This is an optimization exercise on Yosys and OpenROAD, whose aim is small area, a short achievable clock period and few clock cycles per item, not a production implementation. The RTL was checked by simulation tests, not by an equivalence proof against the original design. No activity file was given, so power comes from the tool's default toggle rates.

==> run Z <==
## sha256_block_compress
module sha256_block_compress (
  input  logic        clk,
  input  logic        rst,
  input  logic        start,
  output logic        busy,
  input  logic [36:0] item,
  output logic [35:0] result,
  output logic        result_strobe
);
  logic        cq_v, cq_ld, cq_go, cq_mw;
  logic [36:0] cq;
  logic [3:0]  idx;
  logic [31:0] data;
  assign idx  = cq[35:32];
  assign data = cq[31:0];
  logic [7:0][31:0]  hash;
  logic [7:0][31:0]  v, v_rnd;
  logic [15:0][31:0] msg, win;
  logic [31:0]       hkw, k_t;    
  logic              act, com, fin, ob, ooo;
  logic [3:0]        nexp;
  logic [5:0]        kcnt;        
  logic [2:0]        oidx;
  function automatic logic [31:0] rotr(input logic [31:0] x, input int n);
    rotr = (x >> n) | (x << (32 - n));
  endfunction
  logic accept, go, do_load, do_msg, run, inord;
  assign run     = act && com;
  assign accept  = cq_v && !busy;
  assign go      = accept && cq_go;
  assign do_load = accept && cq_ld;
  assign do_msg  = accept && cq_mw;
  assign inord   = !ooo && (idx == nexp);
  logic [3:0]  ridx;
  logic [31:0] w_msg, w_sched, w_next;
  assign ridx    = 4'(kcnt + 6'd1);
  assign w_msg   = msg[ridx];
  assign w_sched = (rotr(win[1], 17) ^ rotr(win[1], 19) ^ (win[1] >> 10))
                 + win[6]
                 + (rotr(win[14], 7) ^ rotr(win[14], 18) ^ (win[14] >> 3))
                 + win[15];
  assign w_next  = (kcnt < 6'd15) ? w_msg : w_sched;
  logic [31:0] hkw_run, hkw_start;
  assign hkw_run   = v[6] + k_t + win[0];
  assign hkw_start = hash[7] + shabc_pkg::round_k(6'd0) + msg[0];
  logic spec_ok, cont, begin_now;
  assign spec_ok   = !do_load && !(do_msg && !inord) && !ooo
                   && (kcnt < 6'd14) && ({2'b00, ridx} < {2'b00, nexp});
  assign cont      = com ? (kcnt != 6'd0) : spec_ok;
  assign begin_now = go || com
                   || (!fin && !do_load && !(do_msg && !inord) && !ooo && (nexp >= 4'd2));
  shabc_round u_round (
    .v_in  (v),
    .hkw   (hkw),
    .v_out (v_rnd)
  );
  ...
clock: 9.0 ns
lec_check: 0
cap_margin: 20
core_margin: 2
core_utilization: 40
setup_slack_margin: 4.0
slew_margin: 20
run.sh (not shown) runs the stock make flow with config.mk's settings and CLKGATE_MAP_FILE= SYNTH_SCRIPT=/design/flow/synth_recipe.tcl, a recipe that flattens the netlist after the stock synthesis.
==> inputs of run M, as changes to run Z <==
--- a/flow/design.v
+++ b/flow/design.v
@@ -106,10 +106,13 @@
   endfunction
 endpackage
 module shabc_round (
   input  logic [7:0][31:0] v_in,
   input  logic [31:0]      hkw,
+  input  logic             rnd_en,
+  input  logic [31:0]      a_alt,
+  input  logic [31:0]      e_alt,
   output logic [7:0][31:0] v_out
 );
   function automatic logic [31:0] rotr(input logic [31:0] x, input int n);
     rotr = (x >> n) | (x << (32 - n));
   endfunction
@@ -118,22 +121,23 @@
     logic [31:0] s, c;
     s   = x ^ y ^ z;
     c   = (x & y) | (x & z) | (y & z);
     csa = {c[30:0], 1'b0, s};
   endfunction
-  function automatic logic [31:0] ks_add(input logic [31:0] x, input logic [31:0] y);
+  function automatic logic [31:0] ks_add(input logic [31:0] x, input logic [31:0] y,
+                                         input logic sel, input logic [31:0] alt);
     logic [31:0] g, p, p0;
     g  = x & y;
     p  = x ^ y;
     p0 = p;
     for (int d = 1; d < 32; d = d * 2) begin
       for (int i = 31; i >= d; i--) begin
         g[i] = g[i] | (p[i] & g[i-d]);
         p[i] = p[i] & p[i-d];
       end
     end
-    ks_add = p0 ^ {g[30:0], 1'b0};
+    ks_add = (sel ? p0 : alt) ^ ({g[30:0], 1'b0} & {32{sel}});
   endfunction
   logic [31:0] a, b, c, d, e, f, g;
   logic [31:0] s0, s1, ch, maj;
   logic [63:0] y1, y2, y3, y4, y5;
   always_comb begin
@@ -146,11 +150,12 @@
     y1 = csa(d, hkw, ch);
     y2 = csa(y1[31:0], y1[63:32], s1);
     y3 = csa(hkw, ch, maj);
     y4 = csa(y3[31:0], y3[63:32], s1);
     y5 = csa(y4[31:0], y4[63:32], s0);
-    v_out = {g, f, e, ks_add(y2[31:0], y2[63:32]), c, b, a, ks_add(y5[31:0], y5[63:32])};
+    v_out = {g, f, e, ks_add(y2[31:0], y2[63:32], rnd_en, e_alt), c, b, a,
+             ks_add(y5[31:0], y5[63:32], rnd_en, a_alt)};
   end
 endmodule
 module sha256_block_compress (
   input  logic        clk,
   input  logic        rst,
@@ -159,10 +164,12 @@
   input  logic [36:0] item,
   output logic [35:0] result,
   output logic        result_strobe
 );
   logic        cq_v, cq_ld, cq_go, cq_mw;
+  logic [7:0]  cq_lsel;    
+  logic [15:0] cq_msel;    
   logic [36:0] cq;
   logic [3:0]  idx;
   logic [31:0] data;
   assign idx  = cq[35:32];
   assign data = cq[31:0];
@@ -182,49 +189,61 @@
   assign accept  = cq_v && !busy;
   assign go      = accept && cq_go;
   assign do_load = accept && cq_ld;
   assign do_msg  = accept && cq_mw;
   assign inord   = !ooo && (idx == nexp);
-  logic [3:0]  ridx;
+  logic [3:0]  ridx;       
   logic [31:0] w_msg, w_sched, w_next;
-  assign ridx    = 4'(kcnt + 6'd1);
   assign w_msg   = msg[ridx];
+  logic [31:0] pre_s, pre_c, pre_s_d, pre_maj, s0_pre;
+  assign s0_pre  = rotr(win[13], 7) ^ rotr(win[13], 18) ^ (win[13] >> 3);
+  assign pre_s_d = win[5] ^ s0_pre ^ win[14];
+  assign pre_maj = (win[5] & s0_pre) | (win[5] & win[14]) | (s0_pre & win[14]);
   assign w_sched = (rotr(win[1], 17) ^ rotr(win[1], 19) ^ (win[1] >> 10))
-                 + win[6]
-                 + (rotr(win[14], 7) ^ rotr(win[14], 18) ^ (win[14] >> 3))
-                 + win[15];
+                 + pre_s + pre_c;
   assign w_next  = (kcnt < 6'd15) ? w_msg : w_sched;
-  logic [31:0] hkw_run, hkw_start;
-  assign hkw_run   = v[6] + k_t + win[0];
-  assign hkw_start = hash[7] + shabc_pkg::round_k(6'd0) + msg[0];
+  logic [31:0] hkw_next, hkw_h, hkw_k, hkw_w;
+  assign hkw_h    = act ? v[6]   : hash[7];
+  assign hkw_k    = act ? k_t    : shabc_pkg::round_k(6'd0);
+  assign hkw_w    = act ? win[0] : msg[0];
+  assign hkw_next = hkw_h + hkw_k + hkw_w;
   logic spec_ok, cont, begin_now;
   assign spec_ok   = !do_load && !(do_msg && !inord) && !ooo
                    && (kcnt < 6'd14) && ({2'b00, ridx} < {2'b00, nexp});
   assign cont      = com ? (kcnt != 6'd0) : spec_ok;
   assign begin_now = go || com
                    || (!fin && !do_load && !(do_msg && !inord) && !ooo && (nexp >= 4'd2));
   shabc_round u_round (
     .v_in  (v),
     .hkw   (hkw),
+    .rnd_en(act),
+    .a_alt (hash[0]),
+    .e_alt (hash[4]),
     .v_out (v_rnd)
   );
   logic        cq_v_d, cq_ld_d, cq_go_d, cq_mw_d, act_d, com_d, fin_d, ob_d, busy_d;
   logic [36:0] cq_d;
+  logic [7:0]  cq_lsel_d;
+  logic [15:0] cq_msel_d;
   logic [5:0]  kcnt_d;
   logic [2:0]  oidx_d;
   logic [3:0]  i_d;
   always_comb begin
     if (start && !busy) begin
-      cq_d    = item;
-      cq_ld_d = !item[36] && !item[35];
-      cq_go_d = item[36] && (item[35:32] == 4'd15);
-      cq_mw_d = item[36];
+      cq_d      = item;
+      cq_ld_d   = !item[36] && !item[35];
+      cq_go_d   = item[36] && (item[35:32] == 4'd15);
+      cq_mw_d   = item[36];
+      cq_lsel_d = (!item[36] && !item[35]) ? 8'(1) << item[34:32] : 8'd0;
+      cq_msel_d = item[36] ? 16'(1) << item[35:32] : 16'd0;
     end else begin
-      cq_d    = cq;
-      cq_ld_d = cq_ld;
-      cq_go_d = cq_go;
-      cq_mw_d = cq_mw;
+      cq_d      = cq;
+      cq_ld_d   = cq_ld;
+      cq_go_d   = cq_go;
+      cq_mw_d   = cq_mw;
+      cq_lsel_d = cq_lsel;
+      cq_msel_d = cq_msel;
     end
     cq_v_d = (start && !busy) || (cq_v && busy);
     i_d    = cq_d[35:32];
     fin_d  = run && (kcnt == 6'd0);
     com_d  = go || (com && !fin_d);
@@ -243,10 +262,13 @@
   always_ff @(posedge clk) begin
     cq    <= cq_d;
     cq_ld <= cq_ld_d;
     cq_go <= cq_go_d;
     cq_mw <= cq_mw_d;
+    cq_lsel <= cq_lsel_d;
+    cq_msel <= cq_msel_d;
+    ridx  <= 4'(kcnt_d + 6'd1);
     kcnt  <= kcnt_d;
     oidx  <= oidx_d;
     if (rst) begin
       cq_v  <= 1'b0;
       busy  <= 1'b0;
@@ -275,29 +297,34 @@
   logic hadd;
   assign hadd = fin || (run && (kcnt >= 6'd62 || kcnt == 6'd0));
   always_ff @(posedge clk) begin
     if (rst) begin
       hash <= '0;
-    end else if (do_load) begin
-      hash[idx[2:0]] <= data;
     end else if (hadd) begin
       hash[3:1] <= hash[2:0];
       hash[0]   <= hash[3] + v[0];
       hash[7:5] <= hash[6:4];
       hash[4]   <= hash[7] + v[4];
+    end else begin
+      for (int i = 0; i < 8; i++)
+        if (accept && cq_lsel[i]) hash[i] <= data;
     end
   end
   always_ff @(posedge clk) begin
-    if (do_msg) msg[idx] <= data;
+    for (int j = 0; j < 16; j++)
+      if (accept && cq_msel[j]) msg[j] <= data;
   end
   always_ff @(posedge clk) begin
-    v         <= act ? v_rnd : hash;
-    hkw       <= act ? hkw_run : hkw_start;
+    for (int i = 0; i < 8; i++)
+      v[i] <= (act || i == 0 || i == 4) ? v_rnd[i] : hash[i];
+    hkw       <= hkw_next;
     k_t       <= act ? shabc_pkg::round_k(kcnt + 6'd1) : shabc_pkg::round_k(6'd1);
     win[15:2] <= win[14:1];
+    pre_s     <= pre_s_d;
+    pre_c     <= {pre_maj[30:0], 1'b0};
     win[1]    <= act ? win[0] : msg[0];
-    win[0]    <= act ? w_next : msg[1];
+    win[0]    <= w_next;    
   end
   always_ff @(posedge clk) begin
     if (rst) result_strobe <= 1'b0;
     else     result_strobe <= ob;
     result <= {hash[oidx], oidx, (oidx == 3'd7)};
- CORE_UTILIZATION: 40 -> 65
- CTS_CLUSTER_DIAMETER: not set -> 80
- CTS_CLUSTER_SIZE: not set -> 24
- SETUP_SLACK_MARGIN: 4.0 -> 4.6
==> inputs of run C, as changes to run Z <==
--- a/flow/design.v
+++ b/flow/design.v
@@ -106,10 +106,13 @@
   endfunction
 endpackage
 module shabc_round (
   input  logic [7:0][31:0] v_in,
   input  logic [31:0]      hkw,
+  input  logic             rnd_en,
+  input  logic [31:0]      a_alt,
+  input  logic [31:0]      e_alt,
   output logic [7:0][31:0] v_out
 );
   function automatic logic [31:0] rotr(input logic [31:0] x, input int n);
     rotr = (x >> n) | (x << (32 - n));
   endfunction
@@ -118,22 +121,23 @@
     logic [31:0] s, c;
     s   = x ^ y ^ z;
     c   = (x & y) | (x & z) | (y & z);
     csa = {c[30:0], 1'b0, s};
   endfunction
-  function automatic logic [31:0] ks_add(input logic [31:0] x, input logic [31:0] y);
+  function automatic logic [31:0] ks_add(input logic [31:0] x, input logic [31:0] y,
+                                         input logic sel, input logic [31:0] alt);
     logic [31:0] g, p, p0;
     g  = x & y;
     p  = x ^ y;
     p0 = p;
     for (int d = 1; d < 32; d = d * 2) begin
       for (int i = 31; i >= d; i--) begin
         g[i] = g[i] | (p[i] & g[i-d]);
         p[i] = p[i] & p[i-d];
       end
     end
-    ks_add = p0 ^ {g[30:0], 1'b0};
+    ks_add = (sel ? p0 : alt) ^ ({g[30:0], 1'b0} & {32{sel}});
   endfunction
   logic [31:0] a, b, c, d, e, f, g;
   logic [31:0] s0, s1, ch, maj;
   logic [63:0] y1, y2, y3, y4, y5;
   always_comb begin
@@ -146,11 +150,12 @@
     y1 = csa(d, hkw, ch);
     y2 = csa(y1[31:0], y1[63:32], s1);
     y3 = csa(hkw, ch, maj);
     y4 = csa(y3[31:0], y3[63:32], s1);
     y5 = csa(y4[31:0], y4[63:32], s0);
-    v_out = {g, f, e, ks_add(y2[31:0], y2[63:32]), c, b, a, ks_add(y5[31:0], y5[63:32])};
+    v_out = {g, f, e, ks_add(y2[31:0], y2[63:32], rnd_en, e_alt), c, b, a,
+             ks_add(y5[31:0], y5[63:32], rnd_en, a_alt)};
   end
 endmodule
 module sha256_block_compress (
   input  logic        clk,
   input  logic        rst,
@@ -159,10 +164,12 @@
   input  logic [36:0] item,
   output logic [35:0] result,
   output logic        result_strobe
 );
   logic        cq_v, cq_ld, cq_go, cq_mw;
+  logic [7:0]  cq_lsel;    
+  logic [15:0] cq_msel;    
   logic [36:0] cq;
   logic [3:0]  idx;
   logic [31:0] data;
   assign idx  = cq[35:32];
   assign data = cq[31:0];
@@ -182,49 +189,61 @@
   assign accept  = cq_v && !busy;
   assign go      = accept && cq_go;
   assign do_load = accept && cq_ld;
   assign do_msg  = accept && cq_mw;
   assign inord   = !ooo && (idx == nexp);
-  logic [3:0]  ridx;
+  logic [3:0]  ridx;       
   logic [31:0] w_msg, w_sched, w_next;
-  assign ridx    = 4'(kcnt + 6'd1);
   assign w_msg   = msg[ridx];
+  logic [31:0] pre_s, pre_c, pre_s_d, pre_maj, s0_pre;
+  assign s0_pre  = rotr(win[13], 7) ^ rotr(win[13], 18) ^ (win[13] >> 3);
+  assign pre_s_d = win[5] ^ s0_pre ^ win[14];
+  assign pre_maj = (win[5] & s0_pre) | (win[5] & win[14]) | (s0_pre & win[14]);
   assign w_sched = (rotr(win[1], 17) ^ rotr(win[1], 19) ^ (win[1] >> 10))
-                 + win[6]
-                 + (rotr(win[14], 7) ^ rotr(win[14], 18) ^ (win[14] >> 3))
-                 + win[15];
+                 + pre_s + pre_c;
   assign w_next  = (kcnt < 6'd15) ? w_msg : w_sched;
-  logic [31:0] hkw_run, hkw_start;
-  assign hkw_run   = v[6] + k_t + win[0];
-  assign hkw_start = hash[7] + shabc_pkg::round_k(6'd0) + msg[0];
+  logic [31:0] hkw_next, hkw_h, hkw_k, hkw_w;
+  assign hkw_h    = act ? v[6]   : hash[7];
+  assign hkw_k    = act ? k_t    : shabc_pkg::round_k(6'd0);
+  assign hkw_w    = act ? win[0] : msg[0];
+  assign hkw_next = hkw_h + hkw_k + hkw_w;
   logic spec_ok, cont, begin_now;
   assign spec_ok   = !do_load && !(do_msg && !inord) && !ooo
                    && (kcnt < 6'd14) && ({2'b00, ridx} < {2'b00, nexp});
   assign cont      = com ? (kcnt != 6'd0) : spec_ok;
   assign begin_now = go || com
                    || (!fin && !do_load && !(do_msg && !inord) && !ooo && (nexp >= 4'd2));
   shabc_round u_round (
     .v_in  (v),
     .hkw   (hkw),
+    .rnd_en(act),
+    .a_alt (hash[0]),
+    .e_alt (hash[4]),
     .v_out (v_rnd)
   );
   logic        cq_v_d, cq_ld_d, cq_go_d, cq_mw_d, act_d, com_d, fin_d, ob_d, busy_d;
   logic [36:0] cq_d;
+  logic [7:0]  cq_lsel_d;
+  logic [15:0] cq_msel_d;
   logic [5:0]  kcnt_d;
   logic [2:0]  oidx_d;
   logic [3:0]  i_d;
   always_comb begin
     if (start && !busy) begin
-      cq_d    = item;
-      cq_ld_d = !item[36] && !item[35];
-      cq_go_d = item[36] && (item[35:32] == 4'd15);
-      cq_mw_d = item[36];
+      cq_d      = item;
+      cq_ld_d   = !item[36] && !item[35];
+      cq_go_d   = item[36] && (item[35:32] == 4'd15);
+      cq_mw_d   = item[36];
+      cq_lsel_d = (!item[36] && !item[35]) ? 8'(1) << item[34:32] : 8'd0;
+      cq_msel_d = item[36] ? 16'(1) << item[35:32] : 16'd0;
     end else begin
-      cq_d    = cq;
-      cq_ld_d = cq_ld;
-      cq_go_d = cq_go;
-      cq_mw_d = cq_mw;
+      cq_d      = cq;
+      cq_ld_d   = cq_ld;
+      cq_go_d   = cq_go;
+      cq_mw_d   = cq_mw;
+      cq_lsel_d = cq_lsel;
+      cq_msel_d = cq_msel;
     end
     cq_v_d = (start && !busy) || (cq_v && busy);
     i_d    = cq_d[35:32];
     fin_d  = run && (kcnt == 6'd0);
     com_d  = go || (com && !fin_d);
@@ -243,10 +262,13 @@
   always_ff @(posedge clk) begin
     cq    <= cq_d;
     cq_ld <= cq_ld_d;
     cq_go <= cq_go_d;
     cq_mw <= cq_mw_d;
+    cq_lsel <= cq_lsel_d;
+    cq_msel <= cq_msel_d;
+    ridx  <= 4'(kcnt_d + 6'd1);
     kcnt  <= kcnt_d;
     oidx  <= oidx_d;
     if (rst) begin
       cq_v  <= 1'b0;
       busy  <= 1'b0;
@@ -275,29 +297,34 @@
   logic hadd;
   assign hadd = fin || (run && (kcnt >= 6'd62 || kcnt == 6'd0));
   always_ff @(posedge clk) begin
     if (rst) begin
       hash <= '0;
-    end else if (do_load) begin
-      hash[idx[2:0]] <= data;
     end else if (hadd) begin
       hash[3:1] <= hash[2:0];
       hash[0]   <= hash[3] + v[0];
       hash[7:5] <= hash[6:4];
       hash[4]   <= hash[7] + v[4];
+    end else begin
+      for (int i = 0; i < 8; i++)
+        if (accept && cq_lsel[i]) hash[i] <= data;
     end
   end
   always_ff @(posedge clk) begin
-    if (do_msg) msg[idx] <= data;
+    for (int j = 0; j < 16; j++)
+      if (accept && cq_msel[j]) msg[j] <= data;
   end
   always_ff @(posedge clk) begin
-    v         <= act ? v_rnd : hash;
-    hkw       <= act ? hkw_run : hkw_start;
+    for (int i = 0; i < 8; i++)
+      v[i] <= (act || i == 0 || i == 4) ? v_rnd[i] : hash[i];
+    hkw       <= hkw_next;
     k_t       <= act ? shabc_pkg::round_k(kcnt + 6'd1) : shabc_pkg::round_k(6'd1);
     win[15:2] <= win[14:1];
+    pre_s     <= pre_s_d;
+    pre_c     <= {pre_maj[30:0], 1'b0};
     win[1]    <= act ? win[0] : msg[0];
-    win[0]    <= act ? w_next : msg[1];
+    win[0]    <= w_next;    
   end
   always_ff @(posedge clk) begin
     if (rst) result_strobe <= 1'b0;
     else     result_strobe <= ob;
     result <= {hash[oidx], oidx, (oidx == 3'd7)};
- CORE_UTILIZATION: 40 -> 55
- CTS_CLUSTER_DIAMETER: not set -> 80
- CTS_CLUSTER_SIZE: not set -> 24
- SETUP_SLACK_MARGIN: 4.0 -> 4.6
==> qor summary <==
Count of buffers added by post-CTS timing repair for setup: run C 44; run Z 8; run M 32
Number of cells produced by synthesis: run C 6577; run Z 8044; run M 6577
Minimum setup slack among reg-to-reg paths: run C 4410 ps; run Z 3830 ps; run M 4340 ps
Minimum setup slack in the final design: run C 4412 ps; run Z 3831 ps; run M 4344 ps
Area taken by multi-input logic gates: run C 35180 um2; run Z 43000 um2; run M 34700 um2
Sequential element share of the synthesized area: run C 51.52%; run Z 45.70%; run M 51.52%
Worst-path fanout max: run C 4; run Z 3; run M 6
Distinct cell type count of the synthesized netlist: run C 89; run Z 81; run M 89
Post-Route Skew: run C 64.70 ps; run Z 70.43 ps; run M 49.00 ps
Status: run C finished clean; run Z finished clean; run M finished clean
DIE AREA: run C 144800 um2; run Z 215700 um2; run M 122800 um2
Initial Utilization: run C 55.29%; run Z 40.11%; run M 65.27%
Data arrival, critical path: run C 5210 ps; run Z 5900 ps; run M 5270 ps
Power share of the combinational group: run C 20.8%; run Z 19.2%; run M 20.3%
Compound-cell area share of the yosys netlist: run C 11.08%; run Z 14.74%; run M 11.08%
Synthesized area per cell: run C 11.86 um2; run Z 10.54 um2; run M 11.86 um2
Worst-case headroom to the max-slew limit: run C 18.88%; run Z 20.87%; run M 17.54%
Fraction of area in multi-input gates: run C 40.83%; run Z 44.98%; run M 41.13%
Peak per-stage delay on the critical path: run C 570 ps; run Z 510 ps; run M 730 ps
Mapped Nets: run C 7090; run Z 8626; run M 7090
Fraction of the mapped netlist area in adder cells: run C 9.988%; run Z 10.23%; run M 9.988%
Testbench counts of run Z, summed over its fixed seeds: cycles 22,110, blocks 320.
Testbench counts of run M, summed over its fixed seeds: cycles 22,110, blocks 320.
Testbench counts of run C, summed over its fixed seeds: cycles 22,110, blocks 320.

static timing again, ports no longer ideal:
The results above use ideal ports. As a check the final layouts listed here were re-extracted and re-timed, cells and wires unchanged.
Step 1 sets driving cells, clkbuf_16 on the clock port and buf_2 on the other inputs (assumed; they add their load-dependent delay and slew).
Step 2 also shifts input and output timing later by t, the mid clock arrival at the registers, as if the neighbouring blocks saw the same clock.
a / b / c = no drivers / after step 1 / after step 2; a / b = the first two.
run	t (ns)	setup slack, ns	clock arrival spread, ns
run Z	0.930	3.831 / 3.831 / 3.831	0.086 / 0.086
run M	0.806	4.344 / 4.344 / 4.344	0.055 / 0.056
run C	0.843	4.412 / 4.412 / 4.412	0.077 / 0.078
After both steps every run listed still meets setup and hold.
